From an optimization exercise on the open Yosys and OpenROAD flow, aimed at small area, a short achievable clock period and few clock cycles per item; shortcuts taken in it are not production practice.
No run shown here included a check of the RTL's function; only the layout flow was run.
Power and IR drop assume default switching activity.

## flow/design.v (module list and top-level ports; edited modules follow where they fit)
// module csa_fa: 9 lines
// module binary_neuron: 932 lines
module binary_neuron (
    input  logic                    clk,
    input  logic                    reset,
    input  logic                    in_valid,
    output logic                    in_ready,
    input  logic [320:0]            in_req,
    output logic                    out_valid,
    input  logic                    out_ready,
    output logic [9:0]              out_sum
);
  // ...
==> flow/flow/run.sh <==
#!/bin/bash
# The standard layout (standard.sh: ORFS synthesis to final layout), with
# one change: the input and output ports are buffered with the smallest
# buffer, sky130_fd_sc_hd__buf_1, instead of the cell buffer_ports picks by
# default (clkdlybuf4s50_1).  Later repair steps may still resize them.
set -euo pipefail
export BUFFER_PORTS_ARGS="-buffer_cell sky130_fd_sc_hd__buf_1"
bash standard.sh > standard_flow.log 2>&1
==> flow/standard.sh <==
#!/bin/bash
# synth_recipe.tcl (not shown) runs the flow's synth.tcl, then flattens the netlist and writes it again
# the make line also repeats each setting of config.mk as NAME=value (left out here)
make -C /OpenROAD-flow-scripts/flow DESIGN_CONFIG=/design/flow/config.mk WORK_HOME=/design/flow/orfs CLKGATE_MAP_FILE= SYNTH_SCRIPT=/design/flow/synth_recipe.tcl "${@:-finish}"
==> flow/config.mk <==
export PLATFORM = sky130hd
export DESIGN_NAME = binary_neuron
export DESIGN_NICKNAME = binary_neuron
export VERILOG_FILES = /design/flow/design.v
export SDC_FILE = /design/flow/constraint.sdc
export NUM_CORES = 4
export LEC_CHECK = 0
export CAP_MARGIN = 20
export CORE_MARGIN = 2
export CORE_UTILIZATION = 40
export SLEW_MARGIN = 20
export SYNTH_HIERARCHICAL = 1
export SYNTH_MINIMUM_KEEP_SIZE = 0
==> flow/constraint.sdc <==
create_clock -name core_clock -period 6.0 [get_ports {clk}]
set_input_delay 1.2000 -clock core_clock [delete_from_list [all_inputs] [get_ports {clk}]]
set_output_delay 1.2000 -clock core_clock [all_outputs]
set_load 0.01 [all_outputs]
==> impl_metrics.json, run 1 <==
{
  "reg2reg_depth": 8,
  "synth_simple_gate_area_share": 0.125,
  "critical_path.max_fanout": 4,
  "combPwrFrac": 0.610,
  "netlist_area_um2": 13300,
  "synth_edf_count": 40,
  "largest_register_ffs": 30,
  "synthMuxAreaShare": 0.00227,
  "crit_path_end_kind": "register",
  "synthTopCellsByCount": "fa_1, nor2_1, dfxtp_1",
  "io_pins": 337,
  "gr-usage-met2": 0.362,
  "path_buf_inv": 0,
  "post-cts-setup-buffers": 0,
  "switching_share": 0.417,
  "finish.utilization": 0.479,
  "area_dominant_class": "multi-input combinational cells",
  "grt_pass1_vias": 9413,
  "seq_cell_count": 195,
  "layout-drive-gt1-share": 0.0239,
  "dp_hpwl_um": 28500,
  "dieHeight_um": 186,
  "io_buffers": 336,
  "clk_path_buf_depth": 2,
  "drt_iter0_drc": 304,
  "maxCapViolCount": 0,
  "whs_ns": 0.453,
  "cts_tree": "done",
  "yosys_warnings": 8,
  "setup_viol": 0,
  "antennaDiodeCount": 0,
  "antenna_found_initial": 0,
  "instances_no_fill": 1906,
  "clock_skew_ns": 0.0116,
  "cts.reportedPaths.clkPinSlew_ns": 0.07,
  "drt-total-wl_um": 32000,
  "final_cell_area_um2": 15600,
  "outcome": "no timing/DRC/antenna violations",
  "cpLargestDelayFamily": "adder cells",
  "start_util": 0.406,
  "fin_total_pwr_mw": 9.97,
  "vdd_drop_max_v": 0.000606,
  "crit_arrival_ns": 3.44
}
==> inputs of run 2 (changes only) <==
--- a/flow/design.v
+++ b/flow/design.v
@@ -716,35 +716,34 @@
     wire s501, c502;
     csa_fa u_s501 (.a(c492), .b(s499), .c(c494), .s(s501), .co(c502));
     wire s503 = ~(r2_c498 ^ c500);
     wire c504 = r2_c498 | c500;
     wire [9:0] row_a = {c504, s503, s501, s495, s481, s451, s391, r2_s271, r2_s157, r2_s63};
     wire [9:0] row_b = {1'b0, c502, c496, c482, 1'b0, 1'b0, 1'b0, 1'b0, r2_s159, 1'b0};
     wire [9:0] total = row_a + row_b;
     logic         accept, pop;
-    logic [3:0] pending, pending_next;
+    logic [2:0] pending, pending_next;
     assign accept = in_valid && in_ready;
     assign pop    = out_valid && out_ready;
     always_comb begin
         case ({accept, pop})
-            2'b10:   pending_next = {pending[2:0], 1'b1};
-            2'b01:   pending_next = {1'b0, pending[3:1]};
+            2'b10:   pending_next = {pending[1:0], 1'b1};
+            2'b01:   pending_next = {1'b0, pending[2:1]};
             default: pending_next = pending;
         endcase
     end
     always_ff @(posedge clk) begin
         if (reset) begin
-            pending  <= '0;
-            in_ready <= 1'b1;
+            pending <= '0;
         end else begin
-            pending  <= pending_next;
-            in_ready <= !pending_next[3];
+            pending <= pending_next;
         end
     end
+    assign in_ready = !pending[2] || pop;
     logic [2:1] stage_valid;
     always_ff @(posedge clk) begin
         if (reset) begin
             stage_valid <= '0;
         end else begin
             stage_valid <= {stage_valid[1:1], accept};
         end
     end
@@ -885,51 +884,51 @@
         r2_c488 <= c488;
         r2_s497 <= s497;
         r2_c498 <= c498;
         r2_s63 <= s63;
         r2_s157 <= s157;
         r2_s271 <= s271;
         r2_s159 <= s159;
     end
-    logic [9:0]      q_data [0:2];
-    logic [2:0]    q_wr, q_rd, q_occ;
+    logic [9:0]      q_data [0:1];
+    logic [1:0]    q_wr, q_rd, q_occ;
     logic [9:0]      q_head;
     logic            q_empty;
     logic            result;        
     logic            head_load;     
     logic            q_push, q_pull;
     assign result    = stage_valid[2];
     assign q_empty   = !q_occ[0];
     assign head_load = !out_valid || out_ready;
     assign q_pull    = head_load && !q_empty;
     assign q_push    = result && !(head_load && q_empty);
     always_ff @(posedge clk) begin
         if (reset) begin
-            q_wr  <= 3'd1;
-            q_rd  <= 3'd1;
+            q_wr  <= 2'd1;
+            q_rd  <= 2'd1;
             q_occ <= '0;
         end else begin
-            if (q_push) q_wr <= {q_wr[1:0], q_wr[2]};
-            if (q_pull) q_rd <= {q_rd[1:0], q_rd[2]};
+            if (q_push) q_wr <= {q_wr[0:0], q_wr[1]};
+            if (q_pull) q_rd <= {q_rd[0:0], q_rd[1]};
             case ({q_push, q_pull})
-                2'b10:   q_occ <= {q_occ[1:0], 1'b1};
-                2'b01:   q_occ <= {1'b0, q_occ[2:1]};
+                2'b10:   q_occ <= {q_occ[0:0], 1'b1};
+                2'b01:   q_occ <= {1'b0, q_occ[1:1]};
                 default: ;
             endcase
         end
     end
     always_ff @(posedge clk) begin
-        for (int i = 0; i < 3; i++) begin
+        for (int i = 0; i < 2; i++) begin
             if (q_push && q_wr[i]) q_data[i] <= total;
         end
     end
     always_comb begin
         q_head = '0;
-        for (int i = 0; i < 3; i++) begin
+        for (int i = 0; i < 2; i++) begin
             q_head = q_head | (q_data[i] & {10{q_rd[i]}});
         end
     end
     always_ff @(posedge clk) begin
         if (reset) begin
             out_valid <= 1'b0;
         end else if (head_load) begin
             out_valid <= !q_empty || result;
==> impl_metrics.json, run 2 <==
{
  "worstPathRequired_ns": 6.27,
  "max_stage_delay_ns": 0.57,
  "cts_hold_buf": 0,
  "top_regs": "q_data: 20 flops, out_sum: 10 flops, pending: 3 flops",
  "dieHeight_um": 182,
  "drt-total-wl_um": 31000,
  "cts.sinks": 180,
  "antenna_found_initial": 0,
  "core_um2": 31500,
  "hold_violations": 0,
  "rsz0062_at_grt": "no",
  "nets": 2003,
  "crit_path_end_kind": "register",
  "grt_pass1_vias": 9082,
  "synth_top_area_cell": "fa_1",
  "clk_path_buf_depth": 2,
  "grt_start_max_net_pins": 17,
  "vdd_drop_max_v": 0.000606,
  "critical_path.max_fanout": 4,
  "cp-start-kind": "register",
  "syn-num-nets": 1653,
  "fin_crit_sh": 0.529,
  "io_pins": 337,
  "slew_headroom": 0.347,
  "clock_skew_ns": 0.00893,
  "tightest_slew_ns": 0.976,
  "cp_common_cell": "fa_1",
  "maxCapViolCount": 0,
  "whs_ns": 0.455,
  "synth_top_area_frac": 0.382,
  "timing.fmax_mhz": 315,
  "top_register": "q_data",
  "synth_cell_types": 34,
  "grt_util_all_layers": 0.192,
  "dp_hpwl_um": 28100,
  "antennaDiodeCount": 0,
  "die-area_um2": 33300,
  "slew_violations": 0,
  "period_needed_ns": 3.18,
  "layout_commonest_cell": "buf_1",
  "numCtsBuffers": 17,
  "drt_iter0_drc": 286,
  "p_leak_nw": 5.59,
  "start_util": 0.404,
  "cts.reportedPaths.clkPinSlew_ns": 0.07,
  "power.density_nw_per_um2": 645,
  "worstPathCellList": "fa_1 > fa_1 > fa_1 > ha_1 > nand4_1 > nor2_2 > or4_4 > a31oi_1",
  "synth_area_per_cell_um2": 11.9,
  "critPathKind": "reg2reg",
  "clock_latency_ns": 0.43,
  "grt_pass1_wl_um": 47700,
  "root_buffer": "clkbuf_16",
  "cpLargestDelayFamily": "adder cells",
  "layout-drive-gt1-share": 0.0238,
  "die_x_um": 182,
  "finish.utilization": 0.478,
  "synthCells": 1069,
  "async_reset_ff_frac": 0,
  "post-cts-setup-buffers": 0,
  "drc_errors": 0,
  "synthTopCellsByCount": "fa_1, nor2_1, dfxtp_1",
  "setup_viol": 0,
  "outcome": "no timing/DRC/antenna violations",
  "first_pass_iters": 5,
  "yosys_warnings": 8,
  "vias": 8433,
  "gp_congestion": 0.880,
  "yosysMostFrequentCell": "fa_1",
  "crit_arrival_ns": 3.44,
  "slowest_stage": "fa_1",
  "netlist_area_um2": 12700,
  "fin_tns_setup_ns": 0,
  "path_buf_inv": 0,
  "ant_nets": 0,
  "largest_register_ffs": 20,
  "cts_tree": "done",
  "htreeDepth": 4,
  "io_buffers": 336,
  "placementRows": 65,
  "via_per_inst": 4.60,
  "synth_area_leaders": "fa_1, dfxtp_1, xnor2_1, edfxtp_1, nor2_1",
  "hold_class": "reg2reg",
  "dpl_worst_slack_ns": 2.82,
  "fin_total_pwr_mw": 9.69,
  "area_growth_pct": 18.1,
  "wl_per_cell_um": 16.9,
  "seq_area_frac_synth": 0.307,
  "ys_ff_latch": 180,
  "cts_resized": 0,
  "synthFlopType": "dfxtp_1",
  "final_cell_mix": "buf_1, fa_1, nor2_1",
  "layout_setup_ws_ns": 2.82,
  "grt_overflow": 0,
  "synth_edf_count": 30
}
[run 2: cell count changes after synthesis, moves of 3 or more]
cell / previous run / this run
a21oi_1: 14 / 7
a221oi_1: 1 / 6
a222oi_1: 10 / 0
a22oi_1: 2 / 5
dfxtp_1: 155 / 150
edfxtp_1: 40 / 30
inv_1: 33 / 30
nand2_1: 9 / 4
[run 2: final timing paths]
kind	depth (start not counted)	start	slack, ns	to
worst max-delay path	8	r2_c468	2.82	out_sum[9]
worst min-delay path	1	stage_valid[1]	0.45	stage_valid[2]
worst max register to register	8	r2_c468	2.82	out_sum[9]
worst min register to register	1	stage_valid[1]	0.45	stage_valid[2]
[run 2: where the power goes]
group	switching, mW	internal [mW]
clock	0.482	0.592
sequential	0.330	2.19
combinational	3.27	2.83
[run 2: kinds of logic after synthesis]
family,Yosys count,synth area share
simple gates,365,0.130
fa+ha+maj,259,0.398
xor+xnor,198,0.136
flops,180,0.307
buf+inv,35,0.0103
compound gates,30,0.0171
mux,2,0.00157
[run 2: per-layer routing]
metal,vias up,global-route usage,part of all wire
met5,-,0,0
met4,0,0.0303,0.0087
met3,16,0.0317,0.040
met2,218,0.364,0.55
met1,4113,0.233,0.41
li1,4086,-,-
[run 2: final cells by class]
cell class	count	area, µm²
fill	2953	16400
multi-input combinational	854	8690
sequential	180	3900
timing repair buffer	336	1260
tap	402	503
clock buffer	20	447
clock inverter	11	115
inverter	30	113
[run 2: Yosys stat by module, one instance, submodules excluded]
module	flip-flops and latches	area, µm²	copies in the design
binary_neuron	180	7870	1
csa_fa	0	20.0	243
[run 2: per-stage QoR]
step                instances  area [µm²]
floorplan                1069       12700
global placement         1802       14500
detailed placement       1802       14500
CTS                      1833       15000
global route             1833       15000
finish                   1833       15000

==> what the ideal ports hide <==
The results above use ideal ports. As a check the final layouts listed here were re-extracted and re-timed, cells and wires unchanged.
Step 1 (the two cells are an assumption about what drives the block):
set clk [get_ports {clk}]
set_driving_cell -lib_cell sky130_fd_sc_hd__clkbuf_16 $clk
set_driving_cell -lib_cell sky130_fd_sc_hd__buf_2 [delete_from_list [all_inputs] $clk]
Step 2 times the ports against the registers' clock, not the clock port: input delays grow and output delays shrink by t, the midpoint of the rising clock arrivals with the driver on.
Three values: ideal, step 1, step 2; two values: the first two.
run | shift t [ns] | setup WS [ns] | hold slack, ns | cell pins on the clock port's net
run 1 | 0.478 | 2.751 / 2.751 / 2.751 | 0.453 / 0.453 / 0.453 | 1
run 2 | 0.473 | 2.824 / 2.824 / 2.824 | 0.455 / 0.455 / 0.455 | 1
After both steps setup and hold are still met in every run listed.
